Background: an optimization exercise with open tools, aiming at small area, a short achievable clock period and few clock cycles per item. Do not read the settings as production practice.
No functional check of the RTL was part of this run.
No activity file was given, so power comes from the tool's default toggle rates.

--- config.mk ---
export PLATFORM = sky130hd
export DESIGN_NAME = decimal_float_add_subtract
export DESIGN_NICKNAME = decimal_float_add_subtract
export VERILOG_FILES = /design/flow/design.v
export SDC_FILE = /design/flow/constraint.sdc
export NUM_CORES = 4
export LEC_CHECK = 0
export ABC_AREA = 1
export CAP_MARGIN = 20
export CORE_MARGIN = 2
export CORE_UTILIZATION = 40
export CTS_CLUSTER_DIAMETER = 120
export CTS_CLUSTER_SIZE = 30
export SLEW_MARGIN = 20
--- constraint.sdc ---
create_clock -name core_clock -period 16.0 [get_ports {clk}]
set_input_delay 3.2000 -clock core_clock [delete_from_list [all_inputs] [get_ports {clk}]]
set_output_delay 3.2000 -clock core_clock [all_outputs]
set_load 0.01 [all_outputs]
--- design.v ---
`default_nettype none
package dfas_pkg;
  function automatic logic [3:0] clamp_digit(input logic [3:0] d);
    clamp_digit = (d[3] && (d[2] || d[1])) ? 4'd9 : d;
  endfunction
  function automatic logic [3:0] nines(input logic [3:0] d);
    nines = {!(d[3] || d[2] || d[1]), d[2] ^ d[1], d[1], !d[0]};
  endfunction
  function automatic logic [11:0] sub12(input logic [11:0] a, input logic [11:0] b);
    logic [11:0] g, p, gn, pn, c;
    g = a & ~b;
    p = ~(a ^ b);
    for (int k = 0; k < 4; k++) begin
      for (int i = 0; i < 12; i++) begin
        if (i >= (1 << k)) begin
          gn[i] = g[i] | (p[i] & g[i - (1 << k)]);
          pn[i] = p[i] & p[i - (1 << k)];
        end else begin
          gn[i] = g[i];
          pn[i] = p[i];
        end
      end
      g = gn;
      p = pn;
    end
    c[0] = 1'b1;
    for (int i = 1; i < 12; i++) c[i] = g[i-1] | p[i-1];
    sub12 = ~(a ^ b) ^ c;
  endfunction
endpackage
`default_nettype wire
`default_nettype none
module dfas_prep (
  input  wire logic [63:0] a_digits,
  input  wire logic [63:0] b_digits,
  input  wire logic [10:0] a_exponent,
  input  wire logic [10:0] b_exponent,
  output logic [63:0]      da,          
  output logic [63:0]      db,
  output logic             za,          
  output logic             zb,
  output logic             gt_hi,       
  output logic             eq_hi,       
  output logic             ge_lo,       
  output logic [3:0]       sh_ab,       
  output logic [3:0]       sh_ba        
);
  always_comb begin
    for (int i = 0; i < 16; i++) begin
      da[4*i +: 4] = dfas_pkg::clamp_digit(a_digits[4*i +: 4]);
      db[4*i +: 4] = dfas_pkg::clamp_digit(b_digits[4*i +: 4]);
    end
    za     = (a_digits == '0);
    zb     = (b_digits == '0);
    gt_hi  = $signed(a_exponent[10:4]) > $signed(b_exponent[10:4]);
    eq_hi  = (a_exponent[10:4] == b_exponent[10:4]);
    ge_lo  = (a_exponent[3:0] >= b_exponent[3:0]);
    sh_ab  = 4'(a_exponent[3:0] - b_exponent[3:0]);
    sh_ba  = 4'(b_exponent[3:0] - a_exponent[3:0]);
  end
endmodule
module dfas_align (
  input  wire logic [63:0] da,
  input  wire logic [63:0] db,
  input  wire logic        za,
  input  wire logic        zb,
  input  wire logic        gt_hi,
  input  wire logic        eq_hi,
  input  wire logic        ge_lo,
  input  wire logic [3:0]  sh_ab,
  input  wire logic [3:0]  sh_ba,
  input  wire logic [10:0] a_exponent,
  input  wire logic [10:0] b_exponent,
  input  wire logic        a_sign,
  input  wire logic        b_sign,      
  output logic [79:0]      t,           
  output logic [10:0]      e,           
  output logic             sx,          
  output logic             sub          
);
  logic [63:0] x, yr, ys;
  logic        zany, a_ge_raw, a_ge, sel_a, sat;
  logic [3:0]  sh;
  logic [11:0] dab, dba;
  always_comb begin
    zany  = za || zb;
    a_ge_raw = gt_hi || (eq_hi && ge_lo);
    a_ge  = zany || a_ge_raw;
    sel_a = zb || (!za && a_ge_raw);
    sh    = zany ? 4'd0 : (a_ge_raw ? sh_ab : sh_ba);
    dab   = dfas_pkg::sub12({a_exponent[10], a_exponent}, {b_exponent[10], b_exponent});
    dba   = dfas_pkg::sub12({b_exponent[10], b_exponent}, {a_exponent[10], a_exponent});
    sat   = !zany && (a_ge_raw ? (dab[11:4] != '0) : (dba[11:4] != '0));
    sub   = a_sign ^ b_sign;
    x     = a_ge ? da : db;
    yr    = a_ge ? db : da;
    ys    = yr >> {sh, 2'b00};
    for (int i = 0; i < 16; i++) begin
      logic [3:0] d, ye;
      d  = sat ? 4'd0 : ys[4*i +: 4];
      ye = sub ? dfas_pkg::nines(d) : d;
      t[5*i +: 5] = {1'b0, x[4*i +: 4]} + {1'b0, ye};
    end
    e  = sel_a ? a_exponent : b_exponent;
    sx = a_ge ? a_sign : b_sign;
  end
endmodule
`default_nettype wire
`default_nettype none
module dfas_addsub (
  input  wire logic [79:0] t,       
  input  wire logic [10:0] e,
  input  wire logic        sx,
  input  wire logic        sub,
  output logic [63:0]      m,       
  output logic [10:0]      em,      
  output logic             ovf,     
  output logic             sign
);
  logic [15:0]      g, p;
  logic [15:0][3:0] s0, s1;
  logic [4:0][15:0] gg, pp;
  logic [16:0][3:0] d;         
  logic             gall, cin, neg, cdig;
  always_comb begin
    for (int i = 0; i < 16; i++) begin
      logic [4:0] u;
      u     = t[5*i +: 5];
      g[i]  = u[4] || (u[3] && (u[2] || u[1]));
      p[i]  = (u == 5'd9);
      s0[i] = g[i] ? 4'(u[3:0] + 4'd6) : u[3:0];
      s1[i] = p[i] ? 4'd0 : 4'(s0[i] + 4'd1);
    end
    gg[0] = g;
    pp[0] = p;
    for (int k = 1; k < 5; k++) begin
      for (int i = 0; i < 16; i++) begin
        if (i >= (1 << (k - 1))) begin
          gg[k][i] = gg[k-1][i] | (pp[k-1][i] & gg[k-1][i - (1 << (k - 1))]);
          pp[k][i] = pp[k-1][i] & pp[k-1][i - (1 << (k - 1))];
        end else begin
          gg[k][i] = gg[k-1][i];
          pp[k][i] = pp[k-1][i];
        end
      end
    end
    gall = gg[4][15];
    cin  = sub && gall;     
    neg  = sub && !gall;    
    cdig = !sub && gall;    
    for (int i = 0; i < 16; i++) begin
      logic c;
      c = (i == 0) ? cin : (gg[4][i-1] || (pp[4][i-1] && cin));
      d[i] = c ? s1[i] : s0[i];
    end
    d[16] = 4'd1;
    for (int i = 0; i < 16; i++)
      m[4*i +: 4] = cdig ? d[i+1] : neg ? dfas_pkg::nines(d[i]) : d[i];
    em   = cdig ? 11'(e + 11'd1) : e;
    ovf  = cdig && (e == 11'h3FF);
    sign = sx ^ neg;
  end
endmodule
`default_nettype wire
`default_nettype none
module dfas_norm (
  input  wire logic [63:0] m,
  input  wire logic [10:0] em,
  input  wire logic        ovf,
  input  wire logic        sign,
  output logic             res_sign,
  output logic [10:0]      res_exp,
  output logic [63:0]      res_digits,
  output logic             res_oor
);
  logic [15:0] nz;
  logic [7:0]  v2;
  logic [3:0]  v4;
  logic [1:0]  v8;
  logic [7:0]  l2;
  logic [7:0]  l4;        
  logic [5:0]  l8;        
  logic [3:0]  lz;
  logic        zero, borrow, ulow;
  logic [63:0] m1, m2, m3;
  logic [4:0]  lo;
  logic [15:0][4:0] lo_k;
  logic [6:0]  hi, hi_m1;
  logic [10:0] ue;
  always_comb begin
    for (int i = 0; i < 16; i++) nz[i] = (m[4*i +: 4] != 4'd0);
    for (int j = 0; j < 8; j++) begin
      v2[j] = nz[2*j+1] | nz[2*j];
      l2[j] = !nz[2*j+1];
    end
    for (int j = 0; j < 4; j++) begin
      v4[j] = v2[2*j+1] | v2[2*j];
      l4[2*j +: 2] = v2[2*j+1] ? {1'b0, l2[2*j+1]} : {1'b1, l2[2*j]};
    end
    for (int j = 0; j < 2; j++) begin
      v8[j] = v4[2*j+1] | v4[2*j];
      l8[3*j +: 3] = v4[2*j+1] ? {1'b0, l4[4*j+2 +: 2]} : {1'b1, l4[4*j +: 2]};
    end
    zero = !(v8[1] | v8[0]);
    lz   = v8[1] ? {1'b0, l8[5:3]} : {1'b1, l8[2:0]};
    m1 = lz[3] ? {m[31:0], 32'd0} : m;
    m2 = lz[2] ? {m1[47:0], 16'd0} : m1;
    m3 = lz[1] ? {m2[55:0], 8'd0} : m2;
    res_digits = lz[0] ? {m3[59:0], 4'd0} : m3;
    for (int k = 0; k < 16; k++) lo_k[k] = {1'b0, em[3:0]} - 5'(k);
    lo     = lo_k[lz];
    borrow = lo[4];
    hi_m1  = em[10:4] - 7'd1;
    hi     = borrow ? hi_m1 : em[10:4];
    ue     = {!em[10], em[9:0]};
    ulow  = (ue[10:4] == '0);
    res_sign = zero ? 1'b0 : sign;
    res_exp  = zero ? 11'd0 : {hi, lo[3:0]};
    res_oor  = !zero && (ovf || (ulow && borrow));
  end
endmodule
`default_nettype wire
`default_nettype none
module decimal_float_add_subtract (
  input  wire logic               clk,
  input  wire logic               rst,
  input  wire logic               in_valid,
  output logic                    in_ready,
  input  wire logic               command,
  input  wire logic               a_sign,
  input  wire logic signed [10:0] a_exponent,
  input  wire logic [63:0]        a_digits,
  input  wire logic               b_sign,
  input  wire logic signed [10:0] b_exponent,
  input  wire logic [63:0]        b_digits,
  output logic                    out_valid,
  input  wire logic               out_ready,
  output logic                    result_sign,
  output logic signed [10:0]      result_exponent,
  output logic [63:0]             result_digits,
  output logic                    exponent_out_of_range
);
  logic        adv, o_free;
  logic        rdy;    
  logic        v0, sa0, sb0, za0, zb0, gth0, eqh0, gel0;
  logic [63:0] a0, b0;
  logic [10:0] ea0, eb0;
  logic [3:0]  sab0, sba0;
  logic        v1, sx1, sub1;
  logic [79:0] t1;
  logic [10:0] e1;
  logic        v2, ovf2, s2;
  logic [63:0] m2;
  logic [10:0] e2;
  logic        kv, k_sign, k_oor;
  logic [10:0] k_exp;
  logic [63:0] k_digits;
  logic [63:0] dap, dbp, mb;
  logic        zap, zbp, gthp, eqhp, gelp;
  logic [3:0]  sabp, sbap;
  logic [79:0] ta;
  logic [10:0] ea, eb;
  logic        sxa, suba, ovfb, sb;
  logic        zs, zo;
  logic [10:0] ze;
  logic [63:0] zd;
  assign adv      = !kv;
  assign in_ready = rdy;
  assign o_free   = !out_valid || out_ready;
  dfas_prep u_prep (
    .a_digits(a_digits), .b_digits(b_digits), .a_exponent(a_exponent),
    .b_exponent(b_exponent), .da(dap), .db(dbp), .za(zap), .zb(zbp), .gt_hi(gthp), .eq_hi(eqhp), .ge_lo(gelp),
    .sh_ab(sabp), .sh_ba(sbap)
  );
  dfas_align u_align (
    .da(a0), .db(b0), .za(za0), .zb(zb0), .gt_hi(gth0), .eq_hi(eqh0), .ge_lo(gel0), .sh_ab(sab0), .sh_ba(sba0),
    .a_exponent(ea0), .b_exponent(eb0),
    .a_sign(sa0), .b_sign(sb0), .t(ta), .e(ea), .sx(sxa), .sub(suba)
  );
  dfas_addsub u_addsub (
    .t(t1), .e(e1), .sx(sx1), .sub(sub1),
    .m(mb), .em(eb), .ovf(ovfb), .sign(sb)
  );
  dfas_norm u_norm (
    .m(m2), .em(e2), .ovf(ovf2), .sign(s2),
    .res_sign(zs), .res_exp(ze), .res_digits(zd), .res_oor(zo)
  );
  always_ff @(posedge clk) begin
    if (rst) begin
      v0        <= 1'b0;
      v1        <= 1'b0;
      v2        <= 1'b0;
      kv        <= 1'b0;
      rdy       <= 1'b1;
      out_valid <= 1'b0;
    end else begin
      if (adv) begin
        v0 <= in_valid;
        v1 <= v0;
        v2 <= v1;
      end
      if (o_free) begin
        out_valid <= kv || v2;
        kv        <= 1'b0;
        rdy       <= 1'b1;
      end else if (!kv) begin
        kv  <= v2;
        rdy <= !v2;
      end
    end
  end
  always_ff @(posedge clk) begin
    if (adv) begin
      a0   <= dap;
      b0   <= dbp;
      za0  <= zap;
      zb0  <= zbp;
      gth0 <= gthp;
      eqh0 <= eqhp;
      gel0 <= gelp;
      sab0 <= sabp;
      sba0 <= sbap;
      ea0  <= a_exponent;
      eb0  <= b_exponent;
      sa0  <= a_sign;
      sb0  <= b_sign ^ command;
      t1   <= ta;
      e1   <= ea;
      sx1  <= sxa;
      sub1 <= suba;
      m2   <= mb;
      e2   <= eb;
      ovf2 <= ovfb;
      s2   <= sb;
      k_sign   <= zs;
      k_exp    <= ze;
      k_digits <= zd;
      k_oor    <= zo;
    end
    if (o_free) begin
      result_sign           <= kv ? k_sign   : zs;
      result_exponent       <= kv ? k_exp    : ze;
      result_digits         <= kv ? k_digits : zd;
      exponent_out_of_range <= kv ? k_oor    : zo;
    end
  end
endmodule
`default_nettype wire
--- flow/run.sh ---
#!/bin/bash
# Own layout flow: the standard ORFS flow (standard.sh: unchanged synthesis and
# steps, the standard flow's constraint.sdc and clock period), with two changes to how the layout
# is made: the timing repair is asked to leave extra setup slack, so the layout is
# optimised for a shorter achieved period, and the port buffers are buf_1 cells (sized up by the repair where timing needs it)
# instead of the default delay-buffer cell. Every port still gets its buffer.
# make's full output is in run_standard.log; each step's tool log is in orfs/logs/.
set -euo pipefail
bash standard.sh SETUP_SLACK_MARGIN=11.6 \
  "BUFFER_PORTS_ARGS=-buffer_cell sky130_fd_sc_hd__buf_1" finish > run_standard.log 2>&1
test -f out/final.def
--- standard.sh ---
#!/bin/bash
# synth_recipe.tcl (not shown) runs the flow's synth.tcl, then flattens the netlist and writes it again
# the make line also repeats each setting of config.mk as NAME=value (left out here)
make -C /OpenROAD-flow-scripts/flow DESIGN_CONFIG=/design/flow/config.mk WORK_HOME=/design/flow/orfs CLKGATE_MAP_FILE= SYNTH_SCRIPT=/design/flow/synth_recipe.tcl "${@:-finish}"
==> run summary <==
- CTS built an H-tree with a depth of 1.
- In this run the worst path has a maximum fanout of 1.
- The clock edge transition at the registers on the reported setup and hold paths is between 100 and 150 ps.
- After detailed routing, the wire length on met1 is around 43000 um.
- The largest clock skew in the final design is roughly 33 ps.
- STA classifies the critical path endpoint as a primary output.
- The wire-length estimate of the detail-placed layout is ~72000 um.
- Together, buffers and inverters on the worst path number 1.
- The worst min-delay path class is flip-flop to flip-flop.
- The fmax is ~0.23 GHz.
- The number of buffers inserted during clock tree synthesis is 23.
- The worst-case IR drop observed on VDD is 0.00007829 V.
- The number of storage elements in the synthesis netlist is between 400 and 500.
- Routability-driven placement finished with a final weighted congestion of 0.9508.
- The worst hold path stage count is 2.
- TritonCTS built the clock tree.
- Setup repair after global routing could not meet its margin everywhere.
- The wire length per cell is about 16 um.
- The pre-antenna-repair detailed-routing pass consisted of 7 iterations.
- The relative max-transition margin is 0.3101.
- In this run the number of cells on the critical path is 1.
- The run finished with no timing, DRC or antenna violations.
- Summed over all instances, the cell type with the most area after synthesis is edfxtp_1.
- 0 antenna diodes ended up in the layout.
- The post-layout instance area is between 30000 and 40000 um2.
- The commonest cells after synthesis are 1218 x nand2_1, 548 x inv_1, 411 x edfxtp_1.
- The wire length of the first global-routing pass is between 100000 and 150000 um.
- Compared with the post-synthesis result, the final layout area differs by 7.451%.
- In the detailed route, the total length drawn on met3 is 3650 um.
- The post-detailed-route via-to-cell ratio is ~5.0.
- The largest single stage delay on the critical path is about 430 ps.
- The share of synthesized area in the top cell type comes to 0.3635.
- The die outline width is between 200 and 300 um.
- The final period demand of the worst path is 4372 ps.
- For the worst-skew pair, the clock arrives at the later sink with an insertion delay of just over 600 ps.
- The total design power is 0.005542 W.
- The layout has 8710 filler cells.
- STA classifies the critical path startpoint as a flip-flop.
- The core area is between 80000 and 90000 um2.
- The final net count is between 4000 and 5000.
- After detailed routing, the number of remaining DRC violations is 0.
- The die footprint is about 87000 um2.
- STA puts the critical path data required time at about 13000 ps.
- The power per cell area is 151.9 nW/um2.
- The count of routing violations after the opening detailed-route iteration is a little under 2000.
- The commonest register cell after synthesis is edfxtp_1.
- The type of the worst setup path is flip-flop to primary output.
- The detailed router placed roughly 28000 vias in this run.
- After synthesis, the mean cell area works out to a little under 8 um2.
- The synthesized cell area is approximately 34000 um2.
- The count of antenna-violating nets left after detailed routing is 0.
- The overall die height is between 200 and 300 um.
- The family with the most delay on the worst path is flip-flops.
- For this run, the register share of the synthesized area comes to 0.4124.
- The wire length on met2 is between 40000 and 50000 um.
- The unique cell type count in the Yosys netlist is 66.
- The max-slew violation total from the final report is 0.
- The count of standard-cell rows is 106.
- The sum of overflow across all layers after global routing is 0.
- The net count after synthesis is 4746.
- The total number of yosys warnings is 5.
- For this design the top-level I/O count stands at roughly 240.
- The CTS sink count is a little under 500.
- Of the cells placed in the final design, the portion with a size suffix greater than 1 is 0.05187.
- For this configuration, the core starts out at a cell density of 0.4051.
- The signal on the critical path passes through clkbuf_2.
- The initial antenna violation count was 0.
- Summed over all layers, the routed wires come to between 90000 and 100000 um.
- In the post-synthesis netlist, the cell with the most instances is nand2_1.
- The number of input and output port buffers inserted is roughly 240.
- Signal routing reaches up to met4.
- Counting along the longest clock path gives a buffer depth of 3.
- In this run the cell area measured after placement is approximately 36000 um2.
- Entering global routing, the biggest net connects 128 pins.
- At the pin with the least slew margin, the transition time is 1032 ps.
- The cell count after synthesis came out at between 4000 and 5000.
- The share of synthesized registers carrying an async set or reset is 0.
- The depth of the worst register-to-register path is 18.
- The highest-delay cell along the critical path is edfxtp_1.
- The number of global-route vias before repair came to 26230.
- The quantity of hold-fixing buffers added after cts is 0.
- Yosys attributes the largest share of cell area to edfxtp_1 36%, nand2_1 13%, inv_1 6.1%.
- In the global route stage, overall resource usage came out at 0.2066.
- The tool flagged a number of max-cap violations equal to 0.
- The leakage dissipation is between 15 and 20 nW.
- The accumulated negative setup slack is 0 ps.
- The hold violation total from the final report was 0.
- The final number of setup-violating endpoints is 0.
- The CTS root buffer is clkbuf_16.
- The synthesized design contains approximately 410 enable-type register cells.
- For the worst setup path, the data arrival time is about 1200 ps.
- The final period utilization is 0.2733.
[state kept, by name, summed over array words and instances, names as in the netlist, 3 cells and up]
register / flops
t1: 80
e2: 11
m2: 64
sab0: 4
result_exponent: 11
e1: 11
result_digits: 64
a0: 64
ea0: 11
k_digits: 64
k_exp: 11
b0: 64
eb0: 11
sba0: 3
[cell type report]
| cell class | count | area, um2 | share of cell area |
|---|---|---|---|
| Inverter | 567 | 2156 | 0.05909 |
| Multi-Input combinational cell | 3149 | 17010 | 0.4661 |
| Tap cell | 1134 | 1419 | 0.03889 |
| Clock inverter | 10 | 128.9 | 0.003532 |
| Sequential cell | 494 | 14010 | 0.3839 |
| Clock buffer | 28 | 594.3 | 0.01629 |
| Timing Repair Buffer | 263 | 1172 | 0.03214 |
[path summary, 6_finish.rpt]
| path | startpoint | to | slack, ps |
|---|---|---|---|
| hold / removal | v1$_SDFFE_PP0N_ | v1$_SDFFE_PP0N_ | 460 |
| hold reg to reg | v1$_SDFFE_PP0N_ | v1$_SDFFE_PP0N_ | 460 |
| setup reg to reg | za0$_DFFE_PN_ | t1[13]$_DFFE_PN_ | 11840 |
| setup / recovery | result_digits[60]$_DFFE_PP_ | result_digits[60] | 11630 |
[per-stage QoR]
step           std cells  hold WS (ps)  utilization  worst slack (ps)
6_report            5645         459.7       0.4352             11630
5_1_grt             5645         485.3       0.4352             11580
4_1_cts             5643         462.3       0.4341             11580
3_5_place_dp        5602         437.7       0.4249             11160
3_3_place_gp        5602         435.5       0.4249             11140
2_1_floorplan       4409         418.4            -             11680
[per-layer routing]
| layer | track usage | vias up |
|---|---|---|
| li1 | - | 14730 |
| met1 | 0.2852 | 12860 |
| met2 | 0.3425 | 697 |
| met3 | 0.01504 | 148 |
| met4 | 0.07131 | 0 |
| met5 | 0 | - |
[power by group]
group          switching, W  total (W)  internal [W]
Sequential         0.000224    0.00212       0.00190
Clock              0.000425   0.000708      0.000282
Combinational       0.00184    0.00272      0.000879
Total               0.00249    0.00554       0.00306
[worst min-delay path, cell delays in order, from the launching register on]
cell and delay (ps):
dfxtp_1 320, nand2_1 50, a21oi_1 50
[kinds of logic after synthesis]
kind of cell | after synthesis | share of synthesized area
and+or+nand+nor | 2153 | 0.2772
muxes | 33 | 0.01021
AOI/OAI and AO/OA | 660 | 0.1092
DFF | 494 | 0.4124
buffers and inverters | 767 | 0.08874
adders and majority gates | 180 | 0.07031
xor gates and xnor gates | 122 | 0.03191
[repair_timing]
| item | 4_1_cts | 5_1_grt |
|---|---|---|
| hold endpoints to repair | 0 | 0 |
| buffers inserted | 3 | 0 |
| pin swaps | 1 | 1 |
| endpoints found under the setup margin | 57 | 80 |
| cloned | 0 | 2 |
| resized for setup | 4 | 26 |
[cell usage in the layout (no fill, tap or decap), types with 24 or more instances in the layout]
cell type	instances
edfxtp_1	411
nand4_1	29
o211ai_1	53
a21oi_1	155
o221ai_1	29
nor4_1	37
clkbuf_16	24
or2_2	53
nor3_1	31
inv_1	548
ha_1	162
nor2_1	319
dfxtp_1	82
o22ai_1	24
buf_1	224
o21ai_1	25
nand3_1	371
nand2_1	1215
xor2_1	106
o21ai_0	329

==> afterwards: timing with drivers on the ports <==
No port has a modelled driver above. Below, the same layout with a new extraction and two added sets of constraints. Step 1: set_driving_cell puts a clkbuf_16 on clk and a buf_2 on each other input, an assumption about the parent block. Step 2 times the ports against the registers' clock, not the clock port: input delays grow and output delays shrink by t, the midpoint of the rising clock arrivals with the driver on. a / b / c = no drivers / after step 1 / after step 2; a / b = the first two.
shift t [ns]: 0.657
setup WS [ns]: 11.628 / 11.564 / 11.234
worst setup path after step 2: input to register
cell pins on the clock port's net: 1
After both steps setup and hold are still met in this run. For this run, drivers alone change the setup slack by -0.064 ns; drivers and shift together by -0.394 ns.
